Background: an optimization exercise with open tools, aiming at small area, a short achievable clock period and few clock cycles per item. Do not read the settings as production practice. At most, simulation tests tie the RTL to the original design; equivalence was not proved. The RTL of run 1 was laid out without a check of its function. No activity file was given, so power comes from the tool's default toggle rates.

## flow/design.v (module list and top-level ports; edited modules follow where they fit)
// module csa_layer: 1585 lines
// module result_buffer: 91 lines
// module wallace_mult: 33 lines
module wallace_mult (
	input  logic                  clk,
	input  logic                  rst_n,
	input  logic                  in_valid,
	input  wallace_pkg::operand_t a,
	input  wallace_pkg::operand_t b,
	output logic                  in_credit,
	output logic                  out_valid,
	output wallace_pkg::product_t product,
	input  logic                  out_credit
);
  // ...
==> flow/run.sh <==
#!/bin/bash
# synth_recipe.tcl (not shown) runs the flow's synth.tcl, then flattens the netlist and writes it again
# the make line also repeats each setting of config.mk as NAME=value (left out here)
make -C /OpenROAD-flow-scripts/flow DESIGN_CONFIG=/design/flow/config.mk WORK_HOME=/design/flow/orfs CLKGATE_MAP_FILE= SYNTH_SCRIPT=/design/flow/synth_recipe.tcl finish
==> flow/config.mk <==
export PLATFORM = sky130hd
export DESIGN_NAME = wallace_mult
export DESIGN_NICKNAME = wallace_mult
export VERILOG_FILES = /design/flow/design.v
export SDC_FILE = /design/flow/constraint.sdc
export NUM_CORES = 4
export LEC_CHECK = 0
export CAP_MARGIN = 20
export CORE_MARGIN = 2
export CORE_UTILIZATION = 40
export SETUP_SLACK_MARGIN = 1.9
export SLEW_MARGIN = 20
==> flow/constraint.sdc <==
create_clock -name core_clock -period 4.0 [get_ports {clk}]
set_input_delay 0.8000 -clock core_clock [delete_from_list [all_inputs] [get_ports {clk}]]
set_output_delay 0.8000 -clock core_clock [all_outputs]
set_load 0.01 [all_outputs]
==> flow_metrics.env, run 1 <==
export IMPL_buffers=280
export IMPL_final_common_cell="edfxtp_1"
export IMPL_tns_ns=0
export IMPL_drt_initial_drc_count=548
export IMPL_rows=72
export IMPL_power_density_nw_per_um2=676
export IMPL_drv_slew=0
export IMPL_dr_max_layer_used="met4"
export IMPL_setup_viol=0
export IMPL_status="complete, no violations"
export IMPL_dr_total_vias=10130
export IMPL_cts_tree="built"
export IMPL_nFlopsAndLatches=277
export IMPL_initial_utilization_pct=40.6
export IMPL_clk_latency_ns=0.55
export IMPL_grt_total_usage_pct=17.8
export IMPL_numPortBuffers=69
export IMPL_wl_met2_mm=17.8
export IMPL_crit_start="u_csa.st1_q[46]$_DFFE_PP_"
export IMPL_largest_reg_flops=76
export IMPL_fin_ws_ns=1.48
export IMPL_p_comb_share_pct=42.6
export IMPL_synth_area_leaders="edfxtp_1 50%, fa_1 8.4%, xnor2_1 6.9%"
export IMPL_ys_types=52
export IMPL_hp_start="u_csa.st2_q[76]$_DFFE_PP_"
export IMPL_dp_slack_ns=0.539
export IMPL_largest_cell_class="sequential cells"
export IMPL_crit_arrival_ns=2.80
export IMPL_rsz0062_at_grt="true"
export IMPL_cts_htree_levels=1
export IMPL_synth_xor_area_share_pct=7.79
export IMPL_dr_pass1_iters=6
export IMPL_multi_input_cells=713
export IMPL_final_cell_mix="261 x edfxtp_1, 144 x buf_4, 110 x xnor2_1"
export IMPL_pin_count=70
export IMPL_hold_viol_final=0
export IMPL_netlist_area_um2=15700
export IMPL_grt_busiest_layer="met2"
export IMPL_power_internal_uw=9420
export IMPL_synth_top_family_by_area="adder cells"
export IMPL_cts_setup_buffers=171
==> run 2: changes to the inputs <==
--- a/flow/design.v
+++ b/flow/design.v
@@ -646,95 +646,119 @@
 	logic sel1_4_q1;
 	logic sel2_4_q1;
 	logic sel3_4_q1;
 	logic sel4_4_q1;
 	logic sel1_5_q1;
 	logic sel2_5_q1;
 	logic s1_q1;
 	logic c1_q1;
-	logic [77:0] st2_q;
+	logic [101:0] st2_q;
+	logic pp0_2_q2;
+	logic pp1_3_q2;
+	logic pp2_0_q2;
+	logic pp2_1_q2;
+	logic pp2_2_q2;
+	logic pp2_4_q2;
+	logic pp2_5_q2;
+	logic pp3_1_q2;
+	logic pp3_2_q2;
+	logic pp4_0_q2;
+	logic pp4_12_q2;
+	logic pp4_14_q2;
+	logic pp4_15_q2;
+	logic pp4_16_q2;
+	logic s4_q2;
+	logic c4_q2;
 	logic s5_q2;
+	logic c5_q2;
 	logic s6_q2;
+	logic c6_q2;
 	logic s7_q2;
+	logic c7_q2;
+	logic s8_q2;
+	logic c8_q2;
 	logic s9_q2;
+	logic c9_q2;
+	logic s10_q2;
+	logic c10_q2;
 	logic s11_q2;
+	logic c11_q2;
+	logic s12_q2;
+	logic c12_q2;
+	logic s13_q2;
+	logic c13_q2;
 	logic s14_q2;
+	logic c14_q2;
+	logic s15_q2;
+	logic c15_q2;
 	logic s16_q2;
+	logic c16_q2;
+	logic s17_q2;
+	logic c17_q2;
 	logic s18_q2;
+	logic c18_q2;
+	logic s19_q2;
+	logic c19_q2;
 	logic s20_q2;
+	logic c20_q2;
+	logic s21_q2;
+	logic c21_q2;
 	logic s22_q2;
+	logic c22_q2;
+	logic s23_q2;
+	logic c23_q2;
 	logic s24_q2;
+	logic c24_q2;
+	logic s25_q2;
+	logic c25_q2;
 	logic s26_q2;
+	logic c26_q2;
 	logic s27_q2;
+	logic c27_q2;
+	logic s28_q2;
+	logic c28_q2;
 	logic s29_q2;
+	logic c29_q2;
+	logic s30_q2;
+	logic c30_q2;
 	logic s31_q2;
 	logic c31_q2;
+	logic s34_q2;
+	logic c34_q2;
+	logic s35_q2;
+	logic c35_q2;
+	logic s36_q2;
+	logic c36_q2;
+	logic s37_q2;
 	logic c37_q2;
-	logic s38_q2;
-	logic c38_q2;
-	logic s39_q2;
-	logic c39_q2;
-	logic s40_q2;
-	logic c40_q2;
-	logic s41_q2;
-	logic c41_q2;
-	logic s42_q2;
-	logic c42_q2;
-	logic s43_q2;
-	logic c43_q2;
-	logic s44_q2;
-	logic c44_q2;
-	logic s45_q2;
-	logic c45_q2;
-	logic s46_q2;
-	logic c46_q2;
-	logic s47_q2;
-	logic c47_q2;
-	logic s48_q2;
-	logic c48_q2;
-	logic s49_q2;
-	logic c49_q2;
-	logic s50_q2;
-	logic c50_q2;
-	logic s51_q2;
-	logic c51_q2;
-	logic s52_q2;
-	logic c52_q2;
 	logic s53_q2;
-	logic c63_q2;
-	logic s64_q2;
-	logic c64_q2;
-	logic s81_q2;
-	logic c81_q2;
-	logic s82_q2;
+	logic c53_q2;
+	logic s54_q2;
+	logic c54_q2;
+	logic s55_q2;
+	logic c55_q2;
+	logic s56_q2;
+	logic c60_q2;
+	logic c83_q2;
+	logic s84_q2;
+	logic c84_q2;
+	logic s85_q2;
 	logic p0_q2;
+	logic g3_q2;
+	logic p3_q2;
 	logic g4_q2;
 	logic p4_q2;
+	logic g5_q2;
 	logic p5_q2;
-	logic g6_q2;
-	logic p6_q2;
-	logic g7_q2;
-	logic p7_q2;
-	logic g8_q2;
-	logic p8_q2;
-	logic g28_q2;
-	logic p28_q2;
-	logic g29_q2;
-	logic p29_q2;
-	logic g30_q2;
-	logic p30_q2;
+	logic g31_q2;
 	logic p31_q2;
-	logic G0_5_q2;
-	logic G0_31_q2;
-	logic G1_3_q2;
-	logic P1_3_q2;
+	logic G0_1_q2;
+	logic P0_1_q2;
 	logic y1_q2;
-	logic y2_q2;
-	logic y3_q2;
 	logic [62:0] st3_q;
 	logic p0_q3;
 	logic g8_q3;
 	logic p8_q3;
 	logic p9_q3;
 	logic p10_q3;
 	logic p11_q3;
 	logic g12_q3;
@@ -1015,132 +1039,132 @@
 	assign s34 = b_8_q1 ^ pp0_6;
 	assign c34 = b_8_q1 & pp0_6;
 	assign s35 = pp0_7 ^ pp1_4;
 	assign c35 = pp0_7 & pp1_4;
 	assign s36 = pp0_8 ^ pp1_5;
 	assign c36 = pp0_8 & pp1_5;
 	assign s37 = pp1_6 ^ pp2_3 ^ pp3_0;
 	assign c37 = (pp1_6 & pp2_3) | (pp1_6 & pp3_0) | (pp2_3 & pp3_0);
-	assign s38 = pp2_4 ^ pp3_1 ^ c4;
-	assign c38 = (pp2_4 & pp3_1) | (pp2_4 & c4) | (pp3_1 & c4);
-	assign s39 = pp2_5 ^ pp3_2 ^ c5;
-	assign c39 = (pp2_5 & pp3_2) | (pp2_5 & c5) | (pp3_2 & c5);
-	assign s40 = pp4_0 ^ c6 ^ s8;
-	assign c40 = (pp4_0 & c6) | (pp4_0 & s8) | (c6 & s8);
-	assign s41 = c8 ^ s10 ^ c7;
-	assign c41 = (c8 & s10) | (c8 & c7) | (s10 & c7);
-	assign s42 = c10 ^ s12 ^ c9;
-	assign c42 = (c10 & s12) | (c10 & c9) | (s12 & c9);
-	assign s43 = c12 ^ c11 ^ s13;
-	assign c43 = (c12 & c11) | (c12 & s13) | (c11 & s13);
-	assign s44 = c13 ^ c14 ^ s15;
-	assign c44 = (c13 & c14) | (c13 & s15) | (c14 & s15);
-	assign s45 = c15 ^ c16 ^ s17;
-	assign c45 = (c15 & c16) | (c15 & s17) | (c16 & s17);
-	assign s46 = c17 ^ c18 ^ s19;
-	assign c46 = (c17 & c18) | (c17 & s19) | (c18 & s19);
-	assign s47 = c19 ^ c20 ^ s21;
-	assign c47 = (c19 & c20) | (c19 & s21) | (c20 & s21);
-	assign s48 = c21 ^ c22 ^ s23;
-	assign c48 = (c21 & c22) | (c21 & s23) | (c22 & s23);
-	assign s49 = s25 ^ c23 ^ c24;
-	assign c49 = (s25 & c23) | (s25 & c24) | (c23 & c24);
-	assign s50 = c25 ^ s28 ^ c26;
-	assign c50 = (c25 & s28) | (c25 & c26) | (s28 & c26);
-	assign s51 = c28 ^ s30 ^ c27;
-	assign c51 = (c28 & s30) | (c28 & c27) | (s30 & c27);
-	assign s52 = pp4_12 ^ c30 ^ c29;
-	assign c52 = (pp4_12 & c30) | (pp4_12 & c29) | (c30 & c29);
+	assign s38 = pp2_4_q2 ^ pp3_1_q2 ^ c4_q2;
+	assign c38 = (pp2_4_q2 & pp3_1_q2) | (pp2_4_q2 & c4_q2) | (pp3_1_q2 & c4_q2);
+	assign s39 = pp2_5_q2 ^ pp3_2_q2 ^ c5_q2;
+	assign c39 = (pp2_5_q2 & pp3_2_q2) | (pp2_5_q2 & c5_q2) | (pp3_2_q2 & c5_q2);
+	assign s40 = pp4_0_q2 ^ c6_q2 ^ s8_q2;
+	assign c40 = (pp4_0_q2 & c6_q2) | (pp4_0_q2 & s8_q2) | (c6_q2 & s8_q2);
+	assign s41 = c8_q2 ^ s10_q2 ^ c7_q2;
+	assign c41 = (c8_q2 & s10_q2) | (c8_q2 & c7_q2) | (s10_q2 & c7_q2);
+	assign s42 = c10_q2 ^ s12_q2 ^ c9_q2;
+	assign c42 = (c10_q2 & s12_q2) | (c10_q2 & c9_q2) | (s12_q2 & c9_q2);
+	assign s43 = c12_q2 ^ c11_q2 ^ s13_q2;
+	assign c43 = (c12_q2 & c11_q2) | (c12_q2 & s13_q2) | (c11_q2 & s13_q2);
+	assign s44 = c13_q2 ^ c14_q2 ^ s15_q2;
+	assign c44 = (c13_q2 & c14_q2) | (c13_q2 & s15_q2) | (c14_q2 & s15_q2);
+	assign s45 = c15_q2 ^ c16_q2 ^ s17_q2;
+	assign c45 = (c15_q2 & c16_q2) | (c15_q2 & s17_q2) | (c16_q2 & s17_q2);
+	assign s46 = c17_q2 ^ c18_q2 ^ s19_q2;
+	assign c46 = (c17_q2 & c18_q2) | (c17_q2 & s19_q2) | (c18_q2 & s19_q2);
+	assign s47 = c19_q2 ^ c20_q2 ^ s21_q2;
+	assign c47 = (c19_q2 & c20_q2) | (c19_q2 & s21_q2) | (c20_q2 & s21_q2);
+	assign s48 = c21_q2 ^ c22_q2 ^ s23_q2;
+	assign c48 = (c21_q2 & c22_q2) | (c21_q2 & s23_q2) | (c22_q2 & s23_q2);
+	assign s49 = s25_q2 ^ c23_q2 ^ c24_q2;
+	assign c49 = (s25_q2 & c23_q2) | (s25_q2 & c24_q2) | (c23_q2 & c24_q2);
+	assign s50 = c25_q2 ^ s28_q2 ^ c26_q2;
+	assign c50 = (c25_q2 & s28_q2) | (c25_q2 & c26_q2) | (s28_q2 & c26_q2);
+	assign s51 = c28_q2 ^ s30_q2 ^ c27_q2;
+	assign c51 = (c28_q2 & s30_q2) | (c28_q2 & c27_q2) | (s30_q2 & c27_q2);
+	assign s52 = pp4_12_q2 ^ c30_q2 ^ c29_q2;
+	assign c52 = (pp4_12_q2 & c30_q2) | (pp4_12_q2 & c29_q2) | (c30_q2 & c29_q2);
 	assign s53 = s32 ^ pp3_16 ^ pp4_13;
 	assign c53 = (s32 & pp3_16) | (s32 & pp4_13) | (pp3_16 & pp4_13);
 	assign s54 = c32 ^ s33 ^ pp3_17;
 	assign c54 = (c32 & s33) | (c32 & pp3_17) | (s33 & pp3_17);
 	assign s55 = sn3 ^ pp5_12 ^ c33;
 	assign c55 = (sn3 & pp5_12) | (sn3 & c33) | (pp5_12 & c33);
 	assign s56 = 1'b1 ^ pp5_13;
 	assign c56 = 1'b1 & pp5_13;
 	assign s57 = 1'b1 ^ pp5_14;
 	assign c57 = 1'b1 & pp5_14;
 	assign s58 = b_5_q1 ^ pp0_3;
 	assign c58 = b_5_q1 & pp0_3;
 	assign s59 = pp0_4 ^ pp1_1;
 	assign c59 = pp0_4 & pp1_1;
 	assign s60 = pp0_5 ^ pp1_2;
 	assign c60 = pp0_5 & pp1_2;
-	assign s61 = pp1_3 ^ pp2_0 ^ s34;
-	assign c61 = (pp1_3 & pp2_0) | (pp1_3 & s34) | (pp2_0 & s34);
-	assign s62 = pp2_1 ^ c34 ^ s35;
-	assign c62 = (pp2_1 & c34) | (pp2_1 & s35) | (c34 & s35);
-	assign s63 = pp2_2 ^ c35 ^ s36;
-	assign c63 = (pp2_2 & c35) | (pp2_2 & s36) | (c35 & s36);
-	assign s64 = c36 ^ s4 ^ s37;
-	assign c64 = (c36 & s4) | (c36 & s37) | (s4 & s37);
-	assign s65 = s5_q2 ^ c37_q2 ^ s38_q2;
-	assign c65 = (s5_q2 & c37_q2) | (s5_q2 & s38_q2) | (c37_q2 & s38_q2);
-	assign s66 = s6_q2 ^ c38_q2 ^ s39_q2;
-	assign c66 = (s6_q2 & c38_q2) | (s6_q2 & s39_q2) | (c38_q2 & s39_q2);
-	assign s67 = s7_q2 ^ c39_q2 ^ s40_q2;
-	assign c67 = (s7_q2 & c39_q2) | (s7_q2 & s40_q2) | (c39_q2 & s40_q2);
-	assign s68 = s9_q2 ^ c40_q2 ^ s41_q2;
-	assign c68 = (s9_q2 & c40_q2) | (s9_q2 & s41_q2) | (c40_q2 & s41_q2);
-	assign s69 = s11_q2 ^ c41_q2 ^ s42_q2;
-	assign c69 = (s11_q2 & c41_q2) | (s11_q2 & s42_q2) | (c41_q2 & s42_q2);
-	assign s70 = s14_q2 ^ c42_q2 ^ s43_q2;
-	assign c70 = (s14_q2 & c42_q2) | (s14_q2 & s43_q2) | (c42_q2 & s43_q2);
-	assign s71 = s16_q2 ^ c43_q2 ^ s44_q2;
-	assign c71 = (s16_q2 & c43_q2) | (s16_q2 & s44_q2) | (c43_q2 & s44_q2);
-	assign s72 = s18_q2 ^ c44_q2 ^ s45_q2;
-	assign c72 = (s18_q2 & c44_q2) | (s18_q2 & s45_q2) | (c44_q2 & s45_q2);
-	assign s73 = s20_q2 ^ c45_q2 ^ s46_q2;
-	assign c73 = (s20_q2 & c45_q2) | (s20_q2 & s46_q2) | (c45_q2 & s46_q2);
-	assign s74 = s22_q2 ^ c46_q2 ^ s47_q2;
-	assign c74 = (s22_q2 & c46_q2) | (s22_q2 & s47_q2) | (c46_q2 & s47_q2);
-	assign s75 = s24_q2 ^ c47_q2 ^ s48_q2;
-	assign c75 = (s24_q2 & c47_q2) | (s24_q2 & s48_q2) | (c47_q2 & s48_q2);
-	assign s76 = s26_q2 ^ c48_q2 ^ s49_q2;
-	assign c76 = (s26_q2 & c48_q2) | (s26_q2 & s49_q2) | (c48_q2 & s49_q2);
-	assign s77 = s27_q2 ^ c49_q2 ^ s50_q2;
-	assign c77 = (s27_q2 & c49_q2) | (s27_q2 & s50_q2) | (c49_q2 & s50_q2);
-	assign s78 = s29_q2 ^ c50_q2 ^ s51_q2;
-	assign c78 = (s29_q2 & c50_q2) | (s29_q2 & s51_q2) | (c50_q2 & s51_q2);
-	assign s79 = s31_q2 ^ c51_q2 ^ s52_q2;
-	assign c79 = (s31_q2 & c51_q2) | (s31_q2 & s52_q2) | (c51_q2 & s52_q2);
-	assign s80 = c31_q2 ^ s53_q2 ^ c52_q2;
-	assign c80 = (c31_q2 & s53_q2) | (c31_q2 & c52_q2) | (s53_q2 & c52_q2);
-	assign s81 = pp4_14 ^ c53 ^ s54;
-	assign c81 = (pp4_14 & c53) | (pp4_14 & s54) | (c53 & s54);
-	assign s82 = pp4_15 ^ s55 ^ c54;
-	assign c82 = (pp4_15 & s55) | (pp4_15 & c54) | (s55 & c54);
-	assign s83 = s56 ^ pp4_16 ^ c55;
+	assign s61 = pp1_3_q2 ^ pp2_0_q2 ^ s34_q2;
+	assign c61 = (pp1_3_q2 & pp2_0_q2) | (pp1_3_q2 & s34_q2) | (pp2_0_q2 & s34_q2);
+	assign s62 = pp2_1_q2 ^ c34_q2 ^ s35_q2;
+	assign c62 = (pp2_1_q2 & c34_q2) | (pp2_1_q2 & s35_q2) | (c34_q2 & s35_q2);
+	assign s63 = pp2_2_q2 ^ c35_q2 ^ s36_q2;
+	assign c63 = (pp2_2_q2 & c35_q2) | (pp2_2_q2 & s36_q2) | (c35_q2 & s36_q2);
+	assign s64 = c36_q2 ^ s4_q2 ^ s37_q2;
+	assign c64 = (c36_q2 & s4_q2) | (c36_q2 & s37_q2) | (s4_q2 & s37_q2);
+	assign s65 = s5_q2 ^ c37_q2 ^ s38;
+	assign c65 = (s5_q2 & c37_q2) | (s5_q2 & s38) | (c37_q2 & s38);
+	assign s66 = s6_q2 ^ c38 ^ s39;
+	assign c66 = (s6_q2 & c38) | (s6_q2 & s39) | (c38 & s39);
+	assign s67 = s7_q2 ^ c39 ^ s40;
+	assign c67 = (s7_q2 & c39) | (s7_q2 & s40) | (c39 & s40);
+	assign s68 = s9_q2 ^ c40 ^ s41;
+	assign c68 = (s9_q2 & c40) | (s9_q2 & s41) | (c40 & s41);
+	assign s69 = s11_q2 ^ c41 ^ s42;
+	assign c69 = (s11_q2 & c41) | (s11_q2 & s42) | (c41 & s42);
+	assign s70 = s14_q2 ^ c42 ^ s43;
+	assign c70 = (s14_q2 & c42) | (s14_q2 & s43) | (c42 & s43);
+	assign s71 = s16_q2 ^ c43 ^ s44;
+	assign c71 = (s16_q2 & c43) | (s16_q2 & s44) | (c43 & s44);
+	assign s72 = s18_q2 ^ c44 ^ s45;
+	assign c72 = (s18_q2 & c44) | (s18_q2 & s45) | (c44 & s45);
+	assign s73 = s20_q2 ^ c45 ^ s46;
+	assign c73 = (s20_q2 & c45) | (s20_q2 & s46) | (c45 & s46);
+	assign s74 = s22_q2 ^ c46 ^ s47;
+	assign c74 = (s22_q2 & c46) | (s22_q2 & s47) | (c46 & s47);
+	assign s75 = s24_q2 ^ c47 ^ s48;
+	assign c75 = (s24_q2 & c47) | (s24_q2 & s48) | (c47 & s48);
+	assign s76 = s26_q2 ^ c48 ^ s49;
+	assign c76 = (s26_q2 & c48) | (s26_q2 & s49) | (c48 & s49);
+	assign s77 = s27_q2 ^ c49 ^ s50;
+	assign c77 = (s27_q2 & c49) | (s27_q2 & s50) | (c49 & s50);
+	assign s78 = s29_q2 ^ c50 ^ s51;
+	assign c78 = (s29_q2 & c50) | (s29_q2 & s51) | (c50 & s51);
+	assign s79 = s31_q2 ^ c51 ^ s52;
+	assign c79 = (s31_q2 & c51) | (s31_q2 & s52) | (c51 & s52);
+	assign s80 = c31_q2 ^ s53_q2 ^ c52;
+	assign c80 = (c31_q2 & s53_q2) | (c31_q2 & c52) | (s53_q2 & c52);
+	assign s81 = pp4_14_q2 ^ c53_q2 ^ s54_q2;
+	assign c81 = (pp4_14_q2 & c53_q2) | (pp4_14_q2 & s54_q2) | (c53_q2 & s54_q2);
+	assign s82 = pp4_15_q2 ^ s55_q2 ^ c54_q2;
+	assign c82 = (pp4_15_q2 & s55_q2) | (pp4_15_q2 & c54_q2) | (s55_q2 & c54_q2);
+	assign s83 = s56_q2 ^ pp4_16_q2 ^ c55_q2;
 	assign c83 = (s56 & pp4_16) | (s56 & c55) | (pp4_16 & c55);
 	assign s84 = c56 ^ s57 ^ pp4_17;
 	assign c84 = (c56 & s57) | (c56 & pp4_17) | (s57 & pp4_17);
 	assign s85 = sn4 ^ pp5_15 ^ c57;
 	assign c85 = (sn4 & pp5_15) | (sn4 & c57) | (pp5_15 & c57);
 	assign s86 = 1'b1 ^ pp5_16;
 	assign c86 = 1'b1 & pp5_16;
 	assign g0 = b_2_q1 & pp0_0;
 	assign p0 = b_2_q1 ^ pp0_0;
 	assign g3 = s58 & pp1_0;
 	assign p3 = s58 ^ pp1_0;
 	assign g4 = c58 & s59;
 	assign p4 = c58 ^ s59;
 	assign g5 = c59 & s60;
 	assign p5 = c59 ^ s60;
-	assign g6 = c60 & s61;
-	assign p6 = c60 ^ s61;
+	assign g6 = c60_q2 & s61;
+	assign p6 = c60_q2 ^ s61;
 	assign g7 = c61 & s62;
 	assign p7 = c61 ^ s62;
 	assign g8 = c62 & s63;
 	assign p8 = c62 ^ s63;
-	assign g9 = c63_q2 & s64_q2;
-	assign p9 = c63_q2 ^ s64_q2;
-	assign g10 = c64_q2 & s65;
-	assign p10 = c64_q2 ^ s65;
+	assign g9 = c63 & s64;
+	assign p9 = c63 ^ s64;
+	assign g10 = c64 & s65;
+	assign p10 = c64 ^ s65;
 	assign g11 = c65 & s66;
 	assign p11 = c65 ^ s66;
 	assign g12 = c66 & s67;
 	assign p12 = c66 ^ s67;
 	assign g13 = c67 & s68;
 	assign p13 = c67 ^ s68;
 	assign g14 = c68 & s69;
 	assign p14 = c68 ^ s69;
@@ -1161,37 +1185,37 @@
 	assign g22 = c76 & s77;
 	assign p22 = c76 ^ s77;
 	assign g23 = c77 & s78;
 	assign p23 = c77 ^ s78;
 	assign g24 = c78 & s79;
 	assign p24 = c78 ^ s79;
 	assign g25 = c79 & s80;
 	assign p25 = c79 ^ s80;
-	assign g26 = c80 & s81_q2;
-	assign p26 = c80 ^ s81_q2;
-	assign g27 = c81_q2 & s82_q2;
-	assign p27 = c81_q2 ^ s82_q2;
+	assign g26 = c80 & s81;
+	assign p26 = c80 ^ s81;
+	assign g27 = c81 & s82;
+	assign p27 = c81 ^ s82;
 	assign g28 = c82 & s83;
 	assign p28 = c82 ^ s83;
-	assign g29 = c83 & s84;
-	assign p29 = c83 ^ s84;
-	assign g30 = c84 & s85;
-	assign p30 = c84 ^ s85;
+	assign g29 = c83_q2 & s84_q2;
+	assign p29 = c83_q2 ^ s84_q2;
+	assign g30 = c84_q2 & s85_q2;
+	assign p30 = c84_q2 ^ s85_q2;
 	assign g31 = c85 & s86;
 	assign p31 = c85 ^ s86;
 	assign G0_1 = pp0_1 & g0;
 	assign P0_1 = pp0_1 & p0;
-	assign P0_3 = p3 & pp0_2;
-	assign G0_5 = g5 | (p5 & g4);
+	assign P0_3 = p3_q2 & pp0_2_q2;
+	assign G0_5 = g5_q2 | (p5_q2 & g4_q2);
 	assign P0_5 = p5_q2 & p4_q2;
-	assign G0_7 = g7_q2 | (p7_q2 & g6_q2);
-	assign P0_7 = p7_q2 & p6_q2;
-	assign G0_9 = g9 | (p9 & g8_q2);
-	assign P0_9 = p9 & p8_q2;
+	assign G0_7 = g7 | (p7 & g6);
+	assign P0_7 = p7 & p6;
+	assign G0_9 = g9 | (p9 & g8);
+	assign P0_9 = p9 & p8;
 	assign G0_11 = g11 | (p11 & g10);
 	assign P0_11 = p11 & p10;
 	assign G0_13 = g13 | (p13 & g12);
 	assign P0_13 = p13_q3 & p12_q3;
 	assign G0_15 = g15 | (p15 & g14);
 	assign P0_15 = p15_q3 & p14_q3;
 	assign G0_17 = g17 | (p17 & g16);
 	assign P0_17 = p17_q3 & p16_q3;
@@ -1200,27 +1224,27 @@
 	assign G0_21 = g21 | (p21 & g20);
 	assign P0_21 = p21_q3 & p20_q3;
 	assign G0_23 = g23 | (p23 & g22);
 	assign P0_23 = p23_q3 & p22_q3;
 	assign G0_25 = g25 | (p25 & g24);
 	assign P0_25 = p25_q3 & p24_q3;
 	assign G0_27 = g27 | (p27 & g26);
 	assign P0_27 = p27_q3 & p26_q3;
-	assign G0_29 = g29_q2 | (p29_q2 & g28_q2);
-	assign P0_29 = p29_q2 & p28_q2;
-	assign G0_31 = g31 | (p31 & g30);
-	assign P0_31 = p31_q2 & p30_q2;
-	assign G1_2 = pp0_2 & G0_1;
-	assign P1_2 = pp0_2 & P0_1;
-	assign G1_3 = g3 | (P0_3 & G0_1);
-	assign P1_3 = P0_3 & P0_1;
-	assign G1_6 = g6_q2 | (p6_q2 & G0_5_q2);
-	assign P1_6 = p6_q2 & P0_5;
-	assign G1_7 = G0_7 | (P0_7 & G0_5_q2);
+	assign G0_29 = g29 | (p29 & g28);
+	assign P0_29 = p29 & p28;
+	assign G0_31 = g31_q2 | (p31_q2 & g30);
+	assign P0_31 = p31_q2 & p30;
+	assign G1_2 = pp0_2_q2 & G0_1_q2;
+	assign P1_2 = pp0_2_q2 & P0_1_q2;
+	assign G1_3 = g3_q2 | (P0_3 & G0_1_q2);
+	assign P1_3 = P0_3 & P0_1_q2;
+	assign G1_6 = g6 | (p6 & G0_5);
+	assign P1_6 = p6 & P0_5;
+	assign G1_7 = G0_7 | (P0_7 & G0_5);
 	assign P1_7 = P0_7 & P0_5;
 	assign G1_10 = g10 | (p10 & G0_9);
 	assign P1_10 = p10 & P0_9;
 	assign G1_11 = G0_11 | (P0_11 & G0_9);
 	assign P1_11 = P0_11 & P0_9;
 	assign G1_14 = g14_q3 | (p14_q3 & G0_13_q3);
 	assign P1_14 = p14_q3 & P0_13;
 	assign G1_15 = G0_15_q3 | (P0_15 & G0_13_q3);
@@ -1232,28 +1256,28 @@
 	assign G1_22 = g22_q3 | (p22_q3 & G0_21_q3);
 	assign P1_22 = p22_q3 & P0_21;
 	assign G1_23 = G0_23_q3 | (P0_23 & G0_21_q3);
 	assign P1_23 = P0_23 & P0_21;
 	assign G1_26 = g26_q3 | (p26_q3 & G0_25_q3);
 	assign P1_26 = p26_q3 & P0_25;
 	assign G1_27 = G0_27_q3 | (P0_27 & G0_25_q3);
 	assign P1_27 = P0_27 & P0_25;
-	assign G1_30 = g30_q2 | (p30_q2 & G0_29);
+	assign G1_30 = g30 | (p30 & G0_29);
 	assign P1_30 = p30_q3 & P0_29_q3;
-	assign G1_31 = G0_31_q2 | (P0_31 & G0_29);
+	assign G1_31 = G0_31 | (P0_31 & G0_29);
 	assign P1_31 = P0_31 & P0_29;
-	assign G2_4 = g4_q2 | (p4_q2 & G1_3_q2);
-	assign P2_4 = p4_q2 & P1_3_q2;
-	assign G2_5 = G0_5_q2 | (P0_5 & G1_3_q2);
-	assign P2_5 = P0_5 & P1_3_q2;
-	assign G2_6 = G1_6 | (P1_6 & G1_3_q2);
-	assign P2_6 = P1_6 & P1_3_q2;
-	assign G2_7 = G1_7 | (P1_7 & G1_3_q2);
-	assign P2_7 = P1_7 & P1_3_q2;
+	assign G2_4 = g4_q2 | (p4_q2 & G1_3);
+	assign P2_4 = p4_q2 & P1_3;
+	assign G2_5 = G0_5 | (P0_5 & G1_3);
+	assign P2_5 = P0_5 & P1_3;
+	assign G2_6 = G1_6 | (P1_6 & G1_3);
+	assign P2_6 = P1_6 & P1_3;
+	assign G2_7 = G1_7 | (P1_7 & G1_3);
+	assign P2_7 = P1_7 & P1_3;
 	assign G2_12 = g12_q3 | (p12_q3 & G1_11_q3);
 	assign P2_12 = p12_q3 & P1_11_q3;
 	assign G2_13 = G0_13_q3 | (P0_13 & G1_11_q3);
 	assign P2_13 = P0_13 & P1_11_q3;
 	assign G2_14 = G1_14 | (P1_14 & G1_11_q3);
 	assign P2_14 = P1_14 & P1_11_q3;
 	assign G2_15 = G1_15 | (P1_15 & G1_11_q3);
 	assign P2_15 = P1_15 & P1_11_q3;
@@ -1269,17 +1293,17 @@
 	assign P2_28 = p28_q3 & P1_27;
 	assign G2_29 = G0_29_q3 | (P0_29_q3 & G1_27);
 	assign P2_29 = P0_29_q3 & P1_27;
 	assign G2_30 = G1_30_q3 | (P1_30 & G1_27);
 	assign P2_30 = P1_30 & P1_27;
 	assign G2_31 = G1_31_q3 | (P1_31_q3 & G1_27);
 	assign P2_31 = P1_31_q3 & P1_27;
 	assign G3_8 = g8_q3 | (p8_q3 & G2_7_q3);
-	assign P3_8 = p8_q2 & P2_7;
+	assign P3_8 = p8 & P2_7;
 	assign G3_9 = G0_9_q3 | (P0_9_q3 & G2_7_q3);
 	assign P3_9 = P0_9 & P2_7;
 	assign G3_10 = G1_10_q3 | (P1_10_q3 & G2_7_q3);
 	assign P3_10 = P1_10 & P2_7;
 	assign G3_11 = G1_11_q3 | (P1_11_q3 & G2_7_q3);
 	assign P3_11 = P1_11 & P2_7;
 	assign G3_12 = G2_12 | (P2_12 & G2_7_q3);
 	assign P3_12 = P2_12 & P2_7_q3;
@@ -1333,22 +1357,22 @@
 	assign P4_28 = P3_28 & P3_15;
 	assign G4_29 = G3_29 | (P3_29 & G3_15);
 	assign P4_29 = P3_29 & P3_15;
 	assign G4_30 = G3_30 | (P3_30 & G3_15);
 	assign P4_30 = P3_30 & P3_15;
 	assign G4_31 = G3_31 | (P3_31 & G3_15);
 	assign P4_31 = P3_31 & P3_15;
 	assign y1 = pp0_1 ^ g0;
-	assign y2 = pp0_2 ^ G0_1;
-	assign y3 = p3 ^ G1_2;
-	assign y4 = p4_q2 ^ G1_3_q2;
+	assign y2 = pp0_2_q2 ^ G0_1_q2;
+	assign y3 = p3_q2 ^ G1_2;
+	assign y4 = p4_q2 ^ G1_3;
 	assign y5 = p5_q2 ^ G2_4;
-	assign y6 = p6_q2 ^ G2_5;
-	assign y7 = p7_q2 ^ G2_6;
+	assign y6 = p6 ^ G2_5;
+	assign y7 = p7 ^ G2_6;
 	assign y8 = p8_q3 ^ G2_7_q3;
 	assign y9 = p9_q3 ^ G3_8;
 	assign y10 = p10_q3 ^ G3_9;
 	assign y11 = p11_q3 ^ G3_10;
 	assign y12 = p12_q3 ^ G3_11;
 	assign y13 = p13_q3 ^ G3_12;
 	assign y14 = p14_q3 ^ G3_13;
 	assign y15 = p15_q3 ^ G3_14;
@@ -1433,100 +1457,124 @@
 	assign sel3_4_q1 = st1_q[57];
 	assign sel4_4_q1 = st1_q[58];
 	assign sel1_5_q1 = st1_q[59];
 	assign sel2_5_q1 = st1_q[60];
 	assign s1_q1 = st1_q[61];
 	assign c1_q1 = st1_q[62];
 	always_ff @(posedge clk) begin
 		if (en[1]) begin
-			st2_q <= {y3, y2, y1, P1_3, G1_3, G0_31, G0_5, p31, p30, g30, p29, g29, p28, g28, p8, g8, p7, g7, p6, g6, p5, p4, g4, p0, s82, c81, s81, c64, s64, c63, s53, c52, s52, c51, s51, c50, s50, c49, s49, c48, s48, c47, s47, c46, s46, c45, s45, c44, s44, c43, s43, c42, s42, c41, s41, c40, s40, c39, s39, c38, s38, c37, c31, s31, s29, s27, s26, s24, s22, s20, s18, s16, s14, s11, s9, s7, s6, s5};
+			st2_q <= {y1, P0_1, G0_1, p31, g31, p5, g5, p4, g4, p3, g3, p0, s85, c84, s84, c83, c60, s56, c55, s55, c54, s54, c53, s53, c37, s37, c36, s36, c35, s35, c34, s34, c31, s31, c30, s30, c29, s29, c28, s28, c27, s27, c26, s26, c25, s25, c24, s24, c23, s23, c22, s22, c21, s21, c20, s20, c19, s19, c18, s18, c17, s17, c16, s16, c15, s15, c14, s14, c13, s13, c12, s12, c11, s11, c10, s10, c9, s9, c8, s8, c7, s7, c6, s6, c5, s5, c4, s4, pp4_16, pp4_15, pp4_14, pp4_12, pp4_0, pp3_2, pp3_1, pp2_5, pp2_4, pp2_2, pp2_1, pp2_0, pp1_3, pp0_2};
 		end
 	end
-	assign s5_q2 = st2_q[0];
-	assign s6_q2 = st2_q[1];
-	assign s7_q2 = st2_q[2];
-	assign s9_q2 = st2_q[3];
-	assign s11_q2 = st2_q[4];
-	assign s14_q2 = st2_q[5];
-	assign s16_q2 = st2_q[6];
-	assign s18_q2 = st2_q[7];
-	assign s20_q2 = st2_q[8];
-	assign s22_q2 = st2_q[9];
-	assign s24_q2 = st2_q[10];
-	assign s26_q2 = st2_q[11];
-	assign s27_q2 = st2_q[12];
-	assign s29_q2 = st2_q[13];
-	assign s31_q2 = st2_q[14];
-	assign c31_q2 = st2_q[15];
-	assign c37_q2 = st2_q[16];
-	assign s38_q2 = st2_q[17];
-	assign c38_q2 = st2_q[18];
-	assign s39_q2 = st2_q[19];
-	assign c39_q2 = st2_q[20];
-	assign s40_q2 = st2_q[21];
-	assign c40_q2 = st2_q[22];
-	assign s41_q2 = st2_q[23];
-	assign c41_q2 = st2_q[24];
-	assign s42_q2 = st2_q[25];
-	assign c42_q2 = st2_q[26];
-	assign s43_q2 = st2_q[27];
-	assign c43_q2 = st2_q[28];
-	assign s44_q2 = st2_q[29];
-	assign c44_q2 = st2_q[30];
-	assign s45_q2 = st2_q[31];
-	assign c45_q2 = st2_q[32];
-	assign s46_q2 = st2_q[33];
-	assign c46_q2 = st2_q[34];
-	assign s47_q2 = st2_q[35];
-	assign c47_q2 = st2_q[36];
-	assign s48_q2 = st2_q[37];
-	assign c48_q2 = st2_q[38];
-	assign s49_q2 = st2_q[39];
-	assign c49_q2 = st2_q[40];
-	assign s50_q2 = st2_q[41];
-	assign c50_q2 = st2_q[42];
-	assign s51_q2 = st2_q[43];
-	assign c51_q2 = st2_q[44];
-	assign s52_q2 = st2_q[45];
-	assign c52_q2 = st2_q[46];
-	assign s53_q2 = st2_q[47];
-	assign c63_q2 = st2_q[48];
-	assign s64_q2 = st2_q[49];
-	assign c64_q2 = st2_q[50];
-	assign s81_q2 = st2_q[51];
-	assign c81_q2 = st2_q[52];
-	assign s82_q2 = st2_q[53];
-	assign p0_q2 = st2_q[54];
-	assign g4_q2 = st2_q[55];
-	assign p4_q2 = st2_q[56];
-	assign p5_q2 = st2_q[57];
-	assign g6_q2 = st2_q[58];
-	assign p6_q2 = st2_q[59];
-	assign g7_q2 = st2_q[60];
-	assign p7_q2 = st2_q[61];
-	assign g8_q2 = st2_q[62];
-	assign p8_q2 = st2_q[63];
-	assign g28_q2 = st2_q[64];
-	assign p28_q2 = st2_q[65];
-	assign g29_q2 = st2_q[66];
-	assign p29_q2 = st2_q[67];
-	assign g30_q2 = st2_q[68];
-	assign p30_q2 = st2_q[69];
-	assign p31_q2 = st2_q[70];
-	assign G0_5_q2 = st2_q[71];
-	assign G0_31_q2 = st2_q[72];
-	assign G1_3_q2 = st2_q[73];
-	assign P1_3_q2 = st2_q[74];
-	assign y1_q2 = st2_q[75];
-	assign y2_q2 = st2_q[76];
-	assign y3_q2 = st2_q[77];
+	assign pp0_2_q2 = st2_q[0];
+	assign pp1_3_q2 = st2_q[1];
+	assign pp2_0_q2 = st2_q[2];
+	assign pp2_1_q2 = st2_q[3];
+	assign pp2_2_q2 = st2_q[4];
+	assign pp2_4_q2 = st2_q[5];
+	assign pp2_5_q2 = st2_q[6];
+	assign pp3_1_q2 = st2_q[7];
+	assign pp3_2_q2 = st2_q[8];
+	assign pp4_0_q2 = st2_q[9];
+	assign pp4_12_q2 = st2_q[10];
+	assign pp4_14_q2 = st2_q[11];
+	assign pp4_15_q2 = st2_q[12];
+	assign pp4_16_q2 = st2_q[13];
+	assign s4_q2 = st2_q[14];
+	assign c4_q2 = st2_q[15];
+	assign s5_q2 = st2_q[16];
+	assign c5_q2 = st2_q[17];
+	assign s6_q2 = st2_q[18];
+	assign c6_q2 = st2_q[19];
+	assign s7_q2 = st2_q[20];
+	assign c7_q2 = st2_q[21];
+	assign s8_q2 = st2_q[22];
+	assign c8_q2 = st2_q[23];
+	assign s9_q2 = st2_q[24];
+	assign c9_q2 = st2_q[25];
+	assign s10_q2 = st2_q[26];
+	assign c10_q2 = st2_q[27];
+	assign s11_q2 = st2_q[28];
+	assign c11_q2 = st2_q[29];
+	assign s12_q2 = st2_q[30];
+	assign c12_q2 = st2_q[31];
+	assign s13_q2 = st2_q[32];
+	assign c13_q2 = st2_q[33];
+	assign s14_q2 = st2_q[34];
+	assign c14_q2 = st2_q[35];
+	assign s15_q2 = st2_q[36];
+	assign c15_q2 = st2_q[37];
+	assign s16_q2 = st2_q[38];
+	assign c16_q2 = st2_q[39];
+	assign s17_q2 = st2_q[40];
+	assign c17_q2 = st2_q[41];
+	assign s18_q2 = st2_q[42];
+	assign c18_q2 = st2_q[43];
+	assign s19_q2 = st2_q[44];
+	assign c19_q2 = st2_q[45];
+	assign s20_q2 = st2_q[46];
+	assign c20_q2 = st2_q[47];
+	assign s21_q2 = st2_q[48];
+	assign c21_q2 = st2_q[49];
+	assign s22_q2 = st2_q[50];
+	assign c22_q2 = st2_q[51];
+	assign s23_q2 = st2_q[52];
+	assign c23_q2 = st2_q[53];
+	assign s24_q2 = st2_q[54];
+	assign c24_q2 = st2_q[55];
+	assign s25_q2 = st2_q[56];
+	assign c25_q2 = st2_q[57];
+	assign s26_q2 = st2_q[58];
+	assign c26_q2 = st2_q[59];
+	assign s27_q2 = st2_q[60];
+	assign c27_q2 = st2_q[61];
+	assign s28_q2 = st2_q[62];
+	assign c28_q2 = st2_q[63];
+	assign s29_q2 = st2_q[64];
+	assign c29_q2 = st2_q[65];
+	assign s30_q2 = st2_q[66];
+	assign c30_q2 = st2_q[67];
+	assign s31_q2 = st2_q[68];
+	assign c31_q2 = st2_q[69];
+	assign s34_q2 = st2_q[70];
+	assign c34_q2 = st2_q[71];
+	assign s35_q2 = st2_q[72];
+	assign c35_q2 = st2_q[73];
+	assign s36_q2 = st2_q[74];
+	assign c36_q2 = st2_q[75];
+	assign s37_q2 = st2_q[76];
+	assign c37_q2 = st2_q[77];
+	assign s53_q2 = st2_q[78];
+	assign c53_q2 = st2_q[79];
+	assign s54_q2 = st2_q[80];
+	assign c54_q2 = st2_q[81];
+	assign s55_q2 = st2_q[82];
+	assign c55_q2 = st2_q[83];
+	assign s56_q2 = st2_q[84];
+	assign c60_q2 = st2_q[85];
+	assign c83_q2 = st2_q[86];
+	assign s84_q2 = st2_q[87];
+	assign c84_q2 = st2_q[88];
+	assign s85_q2 = st2_q[89];
+	assign p0_q2 = st2_q[90];
+	assign g3_q2 = st2_q[91];
+	assign p3_q2 = st2_q[92];
+	assign g4_q2 = st2_q[93];
+	assign p4_q2 = st2_q[94];
+	assign g5_q2 = st2_q[95];
+	assign p5_q2 = st2_q[96];
+	assign g31_q2 = st2_q[97];
+	assign p31_q2 = st2_q[98];
+	assign G0_1_q2 = st2_q[99];
+	assign P0_1_q2 = st2_q[100];
+	assign y1_q2 = st2_q[101];
 	always_ff @(posedge clk) begin
 		if (en[2]) begin
-			st3_q <= {y7, y6, y5, y4, y3_q2, y2_q2, y1_q2, P2_7, G2_7, P1_31, G1_31, G1_30, P1_11, G1_11, P1_10, G1_10, P0_29, G0_29, G0_27, G0_25, G0_23, G0_21, G0_19, G0_17, G0_15, G0_13, P0_9, G0_9, p31_q2, p30_q2, p29_q2, p28_q2, g28_q2, p27, p26, g26, p25, p24, g24, p23, p22, g22, p21, p20, g20, p19, p18, g18, p17, p16, g16, p15, p14, g14, p13, p12, g12, p11, p10, p9, p8_q2, g8_q2, p0_q2};
+			st3_q <= {y7, y6, y5, y4, y3, y2, y1_q2, P2_7, G2_7, P1_31, G1_31, G1_30, P1_11, G1_11, P1_10, G1_10, P0_29, G0_29, G0_27, G0_25, G0_23, G0_21, G0_19, G0_17, G0_15, G0_13, P0_9, G0_9, p31_q2, p30, p29, p28, g28, p27, p26, g26, p25, p24, g24, p23, p22, g22, p21, p20, g20, p19, p18, g18, p17, p16, g16, p15, p14, g14, p13, p12, g12, p11, p10, p9, p8, g8, p0_q2};
 		end
 	end
 	assign p0_q3 = st3_q[0];
 	assign g8_q3 = st3_q[1];
 	assign p8_q3 = st3_q[2];
 	assign p9_q3 = st3_q[3];
 	assign p10_q3 = st3_q[4];
 	assign p11_q3 = st3_q[5];
==> flow/config.mk (replaced) <==
export PLATFORM = sky130hd
export DESIGN_NAME = wallace_mult
export DESIGN_NICKNAME = wallace_mult
export VERILOG_FILES = /design/flow/design.v
export SDC_FILE = /design/flow/constraint.sdc
export NUM_CORES = 4
export LEC_CHECK = 0
export CAP_MARGIN = 20
export CORE_MARGIN = 2
export CORE_UTILIZATION = 40
export SETUP_SLACK_MARGIN = 2.0
export SLEW_MARGIN = 20
==> run 2 against run 1 <==
Clock skew increased by 0.0030 ns. Global-route usage decreased by 0.47 points. Design area increased by 6.1%. Largest power group unchanged. Clock-buffer cell count increased by 9. Routed wire length increased by 5.7%. Sequential cell count increased by 24. Hold slack got worse by 0.0038 ns. Combinational power increased by 8.7%. Still clean on timing, DRC and antenna. First-iteration DRC count increased by 50%.
==> flow_metrics.env, run 2 <==
export IMPL_status="complete, no violations"
export IMPL_fin_ws_ns=1.73
export IMPL_worstSetupPathType="reg -> reg"
export IMPL_post_route_period_util_pct=56.7
export IMPL_largest_reg_flops=100
export IMPL_cp_start_kind="flip-flop"
export IMPL_tns_ns=0
export IMPL_post_dp_hpwl_mm=24.3
export IMPL_stdcell_area_um2=22100
export IMPL_synth_most_common_cell="edfxtp_1"
export IMPL_p_comb_share_pct=42.6
export IMPL_hold_class="in -> reg"
export IMPL_hold_viol_final=0
export IMPL_nets=1730
export IMPL_final_util_pct=52.6
export IMPL_cap_viol_max_count=0
export IMPL_drt_total_wl_mm=39.2
export IMPL_synthFlopType="edfxtp_1"
export IMPL_cts_hold_buf=0
export IMPL_power_internal_uw=10100
export IMPL_dieArea_um2=44300
export IMPL_period_minus_slack_ns=2.27
export IMPL_netlist_area_um2=17000
export IMPL_hp_start="a[0]"
export IMPL_synth_edf_count=285
export IMPL_yosys_warnings=2
export IMPL_antenna_left=0
export IMPL_gp_congestion=0.894
export IMPL_rsz0062_at_grt="true"
export IMPL_wl_met2_mm=18.1
export IMPL_yosys_register_bits=301
export IMPL_min_to="u_csa.st1_q[21]$_DFFE_PP_"
export IMPL_fmax_mhz=441
export IMPL_end_kind="flip-flop"
export IMPL_reg2reg_to="u_csa.st3_q[49]$_DFFE_PP_"
export IMPL_layout_drive_gt1_share_pct=32.9
export IMPL_pin_count=70
export IMPL_path_clk_slew_ns=0.06
export IMPL_fp_dieW_um=210
export IMPL_dr_pass1_iters=7
export IMPL_avgSynthCellArea_um2=12.5
export IMPL_power_density_nw_per_um2=693
export IMPL_rows=75
export IMPL_met3_length_mm=2.53
export IMPL_critPathMaxFanout=3
export IMPL_drt_initial_drc_count=821
export IMPL_dr_max_layer_used="met4"
export IMPL_grt_pass1_wl_mm=60.7
export IMPL_nFillCells=3456
export IMPL_viasPerCell=5.30
export IMPL_drv_slew=0
export IMPL_cts_buffer_depth=3
export IMPL_dp_slack_ns=0.642
export IMPL_crit_start="u_csa.st2_q[5]$_DFFE_PP_"
export IMPL_reg_top3="u_csa.st2_q (100), u_result_buffer.mem (64), u_csa.st1_q (61)"
export IMPL_gr_total_overflow=0
export IMPL_async_reset_ff_share_pct=5.32
export IMPL_hold_path_depth=1
export IMPL_synth_largest_area_cell="edfxtp_1"
export IMPL_required_ns=4.31
export IMPL_r2r_start="u_csa.st2_q[5]$_DFFE_PP_"
export IMPL_antenna_found_initial=0
export IMPL_syn_nets=1541
export IMPL_final_common_cell="edfxtp_1"
export IMPL_grt_max_degree=61
export IMPL_dieHeight_um=210
export IMPL_place_area_um2=18100
export IMPL_synth_top_area_share_pct=50.2
export IMPL_clock_sinks=301
export IMPL_reg2reg_depth=7
export IMPL_cts_htree_levels=2
export IMPL_crit_arrival_ns=2.58
export IMPL_switching_share_pct=34.2
export IMPL_clk_latency_ns=0.56
export IMPL_initial_utilization_pct=40.5
export IMPL_grt_total_usage_pct=17.3
export IMPL_cts_root_buffer="clkbuf_16"
export IMPL_wl_met1_mm=17.2
export IMPL_peakVddDrop_uv=379
export IMPL_final_cell_mix="285 x edfxtp_1, 151 x buf_4, 121 x inv_1"
export IMPL_cp_cell_sequence="inv_2, fa_1, inv_1, fa_1, ha_4, a21o_1, a21o_1"
export IMPL_syn_inst=1359
export IMPL_fin_skew_ns=0.0161
export IMPL_core_area_um2=42000
export IMPL_p_leak_uw=0.00873
export IMPL_cts_tree="built"
export IMPL_yosysSeqAreaShare_pct=52.6
export IMPL_ff2ff_setup_slack_ns=1.73
export IMPL_maxSlewHeadroom_pct=49.0
export IMPL_max_stage_delay_ns=0.52
export IMPL_area_growth_pct=29.6
export IMPL_worst_pin_slew_ns=0.765
export IMPL_crit_buf_inv=2
export IMPL_ys_types=71
export IMPL_synth_area_leaders="edfxtp_1 50%, fa_1 7.6%, xnor2_1 6.1%"
export IMPL_clock_power_share_pct=19.8
export IMPL_p_seq_share_pct=37.6
export IMPL_dr_total_vias=11190
export IMPL_setup_viol=0
export IMPL_largest_register="u_csa.st2_q"
export IMPL_crit_slowest_cell="fa_1"
export IMPL_diodes=0
export IMPL_avgRoutedWirePerCell_um=18.6
export IMPL_power_switching_uw=5240
export IMPL_numPortBuffers=69
export IMPL_drc=0
export IMPL_numCtsBuffers=36
export IMPL_grt_pass1_vias=11303
export IMPL_synth_commonest_cells="285 x edfxtp_1, 153 x inv_1, 119 x xnor2_1"
export IMPL_cpLargestDelayFamily="adder cells"
## run 2: cell types whose count changed after synthesis, moves of 6 or more
cell      previous run  this run
edfxtp_1           261       285
nor2_1              23        48
nand2_1             27        81
inv_1               60       153
a31oi_1              8         2
mux2_2              31         8
## run 2: per-layer routing
layer | up-vias | GRT usage, %
met5 | - | 0
met3 | 111 | 2.88
li1 | 5247 | -
met4 | 0 | 7.16
met1 | 5412 | 23.3
met2 | 420 | 27.9
## run 2: cell type report
type                    instances  area [µm²]  area share [%]
clock buffers                  41         920            4.16
repair buffers                275        2540            11.5
multi-input cells             781        8220            37.2
flip-flops and latches        301        8960            40.6
well taps                     539         674            3.05
inverters                     153         578            2.62
clock inverters                22         194           0.878
## run 2: worst max path at each step
stage | endpoint | cells past startpoint
after floorplan | u_csa.st1_q[38]$_DFFE_PP_ | 8
after global placement | u_csa.st1_q[38]$_DFFE_PP_ | 9
after detailed placement | u_csa.st1_q[38]$_DFFE_PP_ | 9
after CTS | u_csa.st3_q[49]$_DFFE_PP_ | 7
after global routing | u_csa.st3_q[49]$_DFFE_PP_ | 7
final | u_csa.st3_q[49]$_DFFE_PP_ | 7
## run 2: power groups by stage
stage	sequential (µW)	clock, µW	combinational, µW
floorplan	5600	0	3810
detailed placement	5970	0	4900
CTS	5720	3130	6000
global placement	5930	0	4780
global route	5860	3260	7280
finish	5750	3040	6520
## run 2: timing repair
action	4_1_cts	5_1_grt
cloned	5	1
endpoints found under the setup margin	365	332
buffers inserted	156	39
gates resized for setup	237	161
pin swaps	78	106
## run 2: kinds of logic after synthesis
family          after synthesis  share of synthesized area (%)
fa+ha+maj                   147                           13.6
simple gates                198                           5.47
xor+xnor                    136                           6.99
flops                       301                           52.6
mux                           9                          0.587
buf+inv                     281                           6.93
compound gates              287                           13.8
## run 2: metrics by stage
step	hold slack [ns]	power, µW	cells
after floorplan	0.400	9400	1359
after global placement	0.410	10700	1848
after detailed placement	0.411	10900	1848
after CTS	0.399	14800	2072
after global routing	0.413	16400	2112
final	0.421	15300	2112
Testbench counts of run 2, summed over its fixed seeds: cycles 3,232, items 3,200.
==> run 3: changes to the inputs <==
--- a/flow/config.mk
+++ b/flow/config.mk
@@ -9,4 +9,4 @@
 export CORE_MARGIN = 2
 export CORE_UTILIZATION = 40
-export SETUP_SLACK_MARGIN = 2.0
+export SETUP_SLACK_MARGIN = 1.6
 export SLEW_MARGIN = 20
==> run 3 against run 2 <==
Worst setup slack got worse by 0.17 ns. Area after synthesis unchanged. Global-route usage decreased by 1.5 points. Non-clock buffer count decreased by 182. Total power decreased by 8.1%. Fmax decreased by 7.0%. Die area unchanged. Combinational power decreased by 25%. Clock power increased by 8.6%. Synthesized cell count unchanged. Sequential cell count unchanged. Highest routed layer unchanged.
==> flow_metrics.env, run 3 <==
export IMPL_hold_viol_final=0
export IMPL_synth_most_common_cell="edfxtp_1"
export IMPL_crit_path_end="u_result_buffer.mem[24]$_DFFE_PP_"
export IMPL_numCtsBuffers=35
export IMPL_area_growth_pct=14.0
export IMPL_grt_pass1_wl_mm=55.7
export IMPL_clock_sinks=301
export IMPL_dieArea_um2=44300
export IMPL_critPathMaxFanout=32
export IMPL_status="complete, no violations"
export IMPL_cts_hold_buf=0
export IMPL_met3_length_mm=2.13
export IMPL_p_leak_uw=0.00759
export IMPL_worst_pin_slew_ns=1.02
export IMPL_reg_top3="u_csa.st2_q (100), u_result_buffer.mem (64), u_csa.st1_q (61)"
export IMPL_initial_utilization_pct=40.5
export IMPL_p_comb_share_pct=34.7
export IMPL_post_route_period_util_pct=61.0
export IMPL_crit_start="u_result_buffer.out_valid$_DFF_PN0_"
export IMPL_final_common_cell="edfxtp_1"
export IMPL_synthFlopType="edfxtp_1"
export IMPL_peakVddDrop_uv=324
export IMPL_dr_total_vias=10148
export IMPL_wl_met2_mm=15.5
export IMPL_worstSetupPathType="reg -> reg"
export IMPL_core_area_um2=42000
export IMPL_netlist_area_um2=17000
export IMPL_ff2ff_setup_slack_ns=1.56
export IMPL_maxSlewHeadroom_pct=32.2
export IMPL_dieHeight_um=210
export IMPL_switching_share_pct=32.4
export IMPL_synth_largest_area_cell="edfxtp_1"
export IMPL_tns_ns=0
export IMPL_cap_viol_max_count=0
export IMPL_layout_drive_gt1_share_pct=10.3
export IMPL_gr_total_overflow=0
export IMPL_fmax_mhz=410
export IMPL_yosys_warnings=2
export IMPL_rsz0062_at_grt="true"
export IMPL_antenna_found_initial=0
export IMPL_hold_class="reg -> reg"
export IMPL_dr_max_layer_used="met4"
export IMPL_p_seq_share_pct=41.8
export IMPL_fp_dieW_um=210
export IMPL_grt_max_degree=66
export IMPL_dr_pass1_iters=6
export IMPL_viasPerCell=5.26
export IMPL_avgSynthCellArea_um2=12.5
export IMPL_avgRoutedWirePerCell_um=17.9
export IMPL_fin_skew_ns=0.0128
export IMPL_drv_slew=0
export IMPL_cts_buffer_depth=3
export IMPL_power_total_uw=14100
export IMPL_end_kind="flip-flop"
export IMPL_wl_met1_mm=16.1
export IMPL_cp_start_kind="flip-flop"
export IMPL_setup_viol=0
export IMPL_reg2reg_depth=5
export IMPL_grt_pass1_vias=10195
export IMPL_cts_tree="built"
export IMPL_drt_total_wl_mm=34.5
export IMPL_path_clk_slew_ns=0.06
export IMPL_yosys_register_bits=301
export IMPL_largest_reg_flops=100
export IMPL_yosysSeqAreaShare_pct=52.6
export IMPL_pin_count=70
export IMPL_final_cell_mix="285 x edfxtp_1, 153 x inv_1, 117 x xnor2_1"
export IMPL_nets=1544
export IMPL_power_switching_uw=4560
export IMPL_largest_register="u_csa.st2_q"
export IMPL_diodes=0
export IMPL_power_internal_uw=9510
export IMPL_r2r_start="u_result_buffer.out_valid$_DFF_PN0_"
export IMPL_async_reset_ff_share_pct=5.32
export IMPL_syn_nets=1541
export IMPL_required_ns=4.16
export IMPL_clk_latency_ns=0.54
export IMPL_crit_arrival_ns=2.60
export IMPL_post_dp_hpwl_mm=24.3
export IMPL_gp_congestion=0.883
export IMPL_ys_types=71
export IMPL_synth_area_leaders="edfxtp_1 50%, fa_1 7.6%, xnor2_1 6.1%"
export IMPL_reg2reg_to="u_result_buffer.mem[24]$_DFFE_PP_"
export IMPL_grt_total_usage_pct=15.8
export IMPL_rows=75
export IMPL_clock_power_share_pct=23.4
export IMPL_drc=0
export IMPL_synth_commonest_cells="285 x edfxtp_1, 153 x inv_1, 119 x xnor2_1"
export IMPL_cts_htree_levels=2
export IMPL_synth_edf_count=285
export IMPL_power_density_nw_per_um2=724
export IMPL_numPortBuffers=69
export IMPL_synth_top_area_share_pct=50.2
export IMPL_period_minus_slack_ns=2.44
export IMPL_antenna_left=0
export IMPL_cts_root_buffer="clkbuf_16"
export IMPL_syn_inst=1359
export IMPL_drt_initial_drc_count=773
[run 3: cell types whose count changed in the layout (fill, tap and decap cells not counted), sizes merged]
cell,change
buf,-193
clkdlybuf4s50,+37
clkdlybuf4s15,-19
clkbuf,-12
clkinv,-5
bufinv,+4
dlygate4sd2,+4
dlymetal6s2s,+2
and2,-1
inv,+1
o21ai,-1
o21bai,-1
[run 3: routing by layer]
| metal | GRT usage (%) | vias to the layer above |
|---|---|---|
| met4 | 5.68 | 0 |
| li1 | - | 4859 |
| met3 | 2.86 | 58 |
| met5 | 0 | - |
| met2 | 24.8 | 318 |
| met1 | 22.0 | 4913 |
[run 3: how the worst min path moves through the flow]
stage	from	endpoint	slack, ns	cells past startpoint
after floorplan	u_csa.st2_q[90]$_DFFE_PP_	u_csa.st3_q[0]$_DFFE_PP_	0.40	0
after global placement	u_csa.st2_q[101]$_DFFE_PP_	u_csa.st3_q[56]$_DFFE_PP_	0.42	0
after detailed placement	u_csa.st2_q[98]$_DFFE_PP_	u_csa.st3_q[34]$_DFFE_PP_	0.44	0
after CTS	u_csa.st2_q[98]$_DFFE_PP_	u_csa.st3_q[34]$_DFFE_PP_	0.45	0
after global routing	u_csa.st2_q[90]$_DFFE_PP_	u_csa.st3_q[0]$_DFFE_PP_	0.45	0
final	u_csa.st2_q[98]$_DFFE_PP_	u_csa.st3_q[34]$_DFFE_PP_	0.44	0
[run 3: cell families (layout without fill, tap and decap cells)]
kind of cell	after synthesis	in the layout	share of synthesized area (%)
adder cells (fa/ha/maj)	147	147	13.6
buffers and inverters	281	310	6.93
AO/OA/AOI/OAI	287	287	13.8
XOR/XNOR	136	136	6.99
flip-flops	301	301	52.6
multiplexers	9	9	0.587
AND/OR/NAND/NOR	198	199	5.47
[run 3: final cells by class]
type | instances | area, µm²
Clock inverter | 22 | 250
Multi-Input combinational cell | 778 | 7140
Clock buffer | 42 | 963
Tap cell | 539 | 674
Fill cell | 3762 | 22600
Sequential cell | 301 | 8960
Inverter | 153 | 574
Timing Repair Buffer | 93 | 875
[run 3: worst max-delay path: stages (launching register included)]
cell and delay, ns:
dfrtp_2 0.44, ha_1 0.21, ha_1 0.21, xnor2_1 0.15
nand3_1 0.20, o21ai_4 0.83
[run 3: power by group through the flow]
stage	registers, µW	clock network, µW	logic [µW]
floorplan	5580	0	3710
global placement	5930	0	4660
detailed placement	5960	0	4790
CTS	5890	3400	4870
global route	6010	3510	5590
finish	5890	3300	4890
[run 3: through the flow]
stage / utilization, % / area [µm²] / hold WS (ns) / std cells / setup WS [ns]
6_report: 46.2 / 19400 / 0.442 / 1928 / 1.56
3_5_place_dp: 42.7 / 18000 / 0.437 / 1848 / 0.606
5_1_grt: 46.2 / 19400 / 0.452 / 1928 / 1.40
3_3_place_gp: 42.7 / 18000 / 0.421 / 1848 / 0.682
4_1_cts: 45.8 / 19200 / 0.450 / 1918 / 1.51
2_1_floorplan: - / 17100 / 0.400 / 1359 / 1.48
[run 3: timing repair]
item | in CTS | in global routing
gates cloned | 0 | 1
setup buffers | 6 | 7
resized for setup | 14 | 25
endpoints found under the setup margin | 109 | 114
pin swaps | 3 | 8
==> run 4: changes to the inputs <==
--- a/flow/config.mk
+++ b/flow/config.mk
@@ -6,7 +6,8 @@
 export NUM_CORES = 4
 export LEC_CHECK = 0
+export ABC_AREA = 1
 export CAP_MARGIN = 20
 export CORE_MARGIN = 2
 export CORE_UTILIZATION = 40
-export SETUP_SLACK_MARGIN = 1.6
+export SETUP_SLACK_MARGIN = 1.8
 export SLEW_MARGIN = 20
==> run 4 against run 3 <==
Still clean. Clock-buffer cell count is 1 higher. Design area is 3.3% higher. Total power is 0.17% lower. Sequential share of layout area is 1.5 points lower. Clock skew is 0.0020 ns lower. Clock power is 9.4% lower. Die area is 1.6% higher. Fmax is 9.9% higher. Area after synthesis is 1.6% higher. Utilization is 0.57 points higher. Non-clock buffer count is 18 higher. Hold slack worse by 0.022 ns.
==> flow_metrics.env, run 4 <==
export IMPL_status="complete, no violations"
export IMPL_p_seq_share_pct=39.9
export IMPL_final_seq_area_um2=8960
export IMPL_p_leak_uw=0.00854
export IMPL_p_comb_share_pct=38.8
export IMPL_synth_most_common_cell="edfxtp_1"
export IMPL_switching_share_pct=35.0
export IMPL_cp_start_kind="flip-flop"
export IMPL_viasPerCell=5.04
export IMPL_dp_cells=2218
export IMPL_end_kind="flip-flop"
export IMPL_yosysSeqAreaShare_pct=51.7
export IMPL_post_route_period_util_pct=55.5
export IMPL_peakVddDrop_uv=385
export IMPL_antenna_found_initial=0
export IMPL_critPathMaxFanout=3
export IMPL_grt_max_degree=64
export IMPL_nets=1896
export IMPL_rsz0062_at_grt="true"
export IMPL_avgRoutedWirePerCell_um=17.6
export IMPL_post_dp_hpwl_mm=28.3
export IMPL_power_internal_uw=9130
export IMPL_syn_inst=1643
export IMPL_maxSlewHeadroom_pct=46.3
export IMPL_netlist_area_um2=17300
export IMPL_clock_power_share_pct=21.3
export IMPL_synthFlopType="edfxtp_1"
export IMPL_setup_viol=0
export IMPL_yosys_warnings=2
export IMPL_stdcell_count=2322
export IMPL_reg2reg_to="u_csa.st3_q[49]$_DFFE_PP_"
export IMPL_cts_tree="built"
export IMPL_dieHeight_um=212
export IMPL_largest_reg_flops=100
export IMPL_final_common_cell="edfxtp_1"
export IMPL_reg_top3="u_csa.st2_q (100), u_result_buffer.mem (64), u_csa.st1_q (61)"
export IMPL_rows=76
export IMPL_cts_htree_levels=2
export IMPL_cts_root_buffer="clkbuf_16"
export IMPL_r2r_start="u_csa.st2_q[15]$_DFFE_PP_"
export IMPL_clk_latency_ns=0.54
export IMPL_area_growth_pct=15.9
export IMPL_ff2ff_setup_slack_ns=1.78
export IMPL_period_minus_slack_ns=2.22
export IMPL_synth_top_area_share_pct=49.4
export IMPL_antenna_left=0
export IMPL_numPortBuffers=69
export IMPL_hold_viol_final=0
export IMPL_worstSetupPathType="reg -> reg"
export IMPL_yosys_register_bits=301
export IMPL_drt_total_wl_mm=40.9
export IMPL_avgSynthCellArea_um2=10.5
export IMPL_dr_pass1_iters=5
export IMPL_synth_edf_count=285
export IMPL_cts_buffer_depth=3
export IMPL_syn_nets=1825
export IMPL_required_ns=4.29
export IMPL_ys_types=36
export IMPL_synth_largest_area_cell="edfxtp_1"
export IMPL_numCtsBuffers=34
export IMPL_synth_commonest_cells="285 x edfxtp_1, 263 x inv_1, 227 x nand2_1"
export IMPL_fmax_mhz=451
export IMPL_cts_hold_buf=0
export IMPL_drc=0
export IMPL_fp_dieW_um=212
export IMPL_nFillCells=3970
export IMPL_power_density_nw_per_um2=700
export IMPL_drv_slew=0
export IMPL_power_switching_uw=4920
export IMPL_layout_drive_gt1_share_pct=10.5
export IMPL_gp_congestion=0.926
export IMPL_hold_class="reg -> reg"
export IMPL_clock_sinks=301
export IMPL_worst_pin_slew_ns=0.806
export IMPL_grt_pass1_wl_mm=64.1
export IMPL_drt_initial_drc_count=642
export IMPL_hp_start="u_csa.st2_q[98]$_DFFE_PP_"
export IMPL_min_to="u_csa.st3_q[34]$_DFFE_PP_"
export IMPL_crit_arrival_ns=2.51
export IMPL_gr_total_overflow=0
export IMPL_pin_count=70
export IMPL_multi_input_area_um2=7030
export IMPL_hold_path_depth=0
export IMPL_tns_ns=0
export IMPL_grt_total_usage_pct=18.5
export IMPL_grt_pass1_vias=11543
export IMPL_dr_total_vias=11695
export IMPL_cap_viol_max_count=0
export IMPL_diodes=0
export IMPL_fin_skew_ns=0.0108
export IMPL_async_reset_ff_share_pct=5.32
export IMPL_initial_utilization_pct=40.4
export IMPL_largest_register="u_csa.st2_q"
export IMPL_reg2reg_depth=8
export IMPL_path_clk_slew_ns=0.06
export IMPL_core_area_um2=42900
export IMPL_dieArea_um2=45000
export IMPL_final_cell_mix="285 x edfxtp_1, 227 x inv_1, 225 x nand2_1"
export IMPL_synth_area_leaders="edfxtp_1 49%, fa_1 7.5%, ha_1 5.9%"
run 4: cell count changes in the layout (fill, tap and decap cells not counted), moves of 27 or more:
cell and change:
a221oi_1 -71, dlygate4sd2_1 +30, inv_1 +74, clkdlybuf4s50_1 -27
a22o_1 -80, nor2_1 +81, o22ai_1 +160, clkinvlp_4 +30
nand3_1 +53, xnor2_1 -103, nand2_1 +144, xor2_1 +90
run 4: power groups by stage:
stage	sequential, µW	combinational (µW)	clock (µW)
after global routing	5730	6230	3190
after floorplan	5540	3710	0
final	5610	5450	2990
after detailed placement	5700	5020	0
after global placement	5660	4890	0
after CTS	5610	5370	3080
run 4: layout make-up:
cell class              instances  area share, %
flip-flops and latches        301           44.7
clock buffers                  43           4.51
repair inverters                6          0.199
inverters                     281           5.85
clock inverters                16          0.773
well taps                     585           3.65
repair buffers                111           5.34
multi-input cells             979           35.0
run 4: kinds of logic (layout without fill, tap and decap cells):
family,Yosys count,in the layout,share of synthesized area [%]
and+or+nand+nor,462,462,11.2
buffers and inverters,365,457,8.70
DFF,301,301,51.7
AOI/OAI and AO/OA,247,249,8.87
adders and majority gates,147,147,13.4
xor gates and xnor gates,121,121,6.12
run 4: what timing repair did:
item,4_1_cts,5_1_grt
pin swaps,5,11
cloned,5,3
endpoints found under the setup margin,270,254
resized for setup,64,50
setup buffers,13,24
run 4: critical path, stage by stage, from the launching register on:
cell and delay, ns:
edfxtp_1 0.35, inv_2 0.04, fa_1 0.54, inv_2 0.04
fa_1 0.51, ha_4 0.21, inv_2 0.05, o21bai_1 0.07
a21o_1 0.16
run 4: worst max path at each step:
stage	cells past startpoint	from	endpoint
CTS	8	u_result_buffer.out_valid$_DFF_PN0_	u_csa.st2_q[67]$_DFFE_PP_
global route	8	u_csa.st2_q[15]$_DFFE_PP_	u_csa.st3_q[49]$_DFFE_PP_
finish	8	u_csa.st2_q[15]$_DFFE_PP_	u_csa.st3_q[49]$_DFFE_PP_
detailed placement	8	a[1]	u_csa.st1_q[34]$_DFFE_PP_
global placement	8	a[1]	u_csa.st1_q[34]$_DFFE_PP_
floorplan	6	u_result_buffer.out_valid$_DFF_PN0_	u_csa.st2_q[0]$_DFFE_PP_
run 4: through the flow:
step	worst slack (ns)	instance area [µm²]	total power, µW	util (%)	hold slack [ns]
4_1_cts	1.74	19700	14100	45.9	0.426
5_1_grt	1.67	20100	15100	46.8	0.466
6_report	1.78	20100	14100	46.8	0.420
3_5_place_dp	1.11	18400	10700	42.8	0.414
3_3_place_gp	1.17	18400	10600	42.8	0.405
2_1_floorplan	1.20	17400	9250	-	0.400
run 4: routing by layer:
layer	GRT usage, %	routed length, µm	vias up
met5	0	0	-
li1	-	-	5672
met1	24.7	18300	5567
met2	30.8	19100	374
met3	2.56	2310	82
met4	6.80	1190	0

Re-timed with assumed drivers on the ports (clkbuf_16 on the clock, buf_2 on other inputs), run 4 has 1.780 ns of setup slack against 1.780 ns with ideal ports, and 1.245 ns once port delays also move by the mid clock arrival of 0.581 ns.
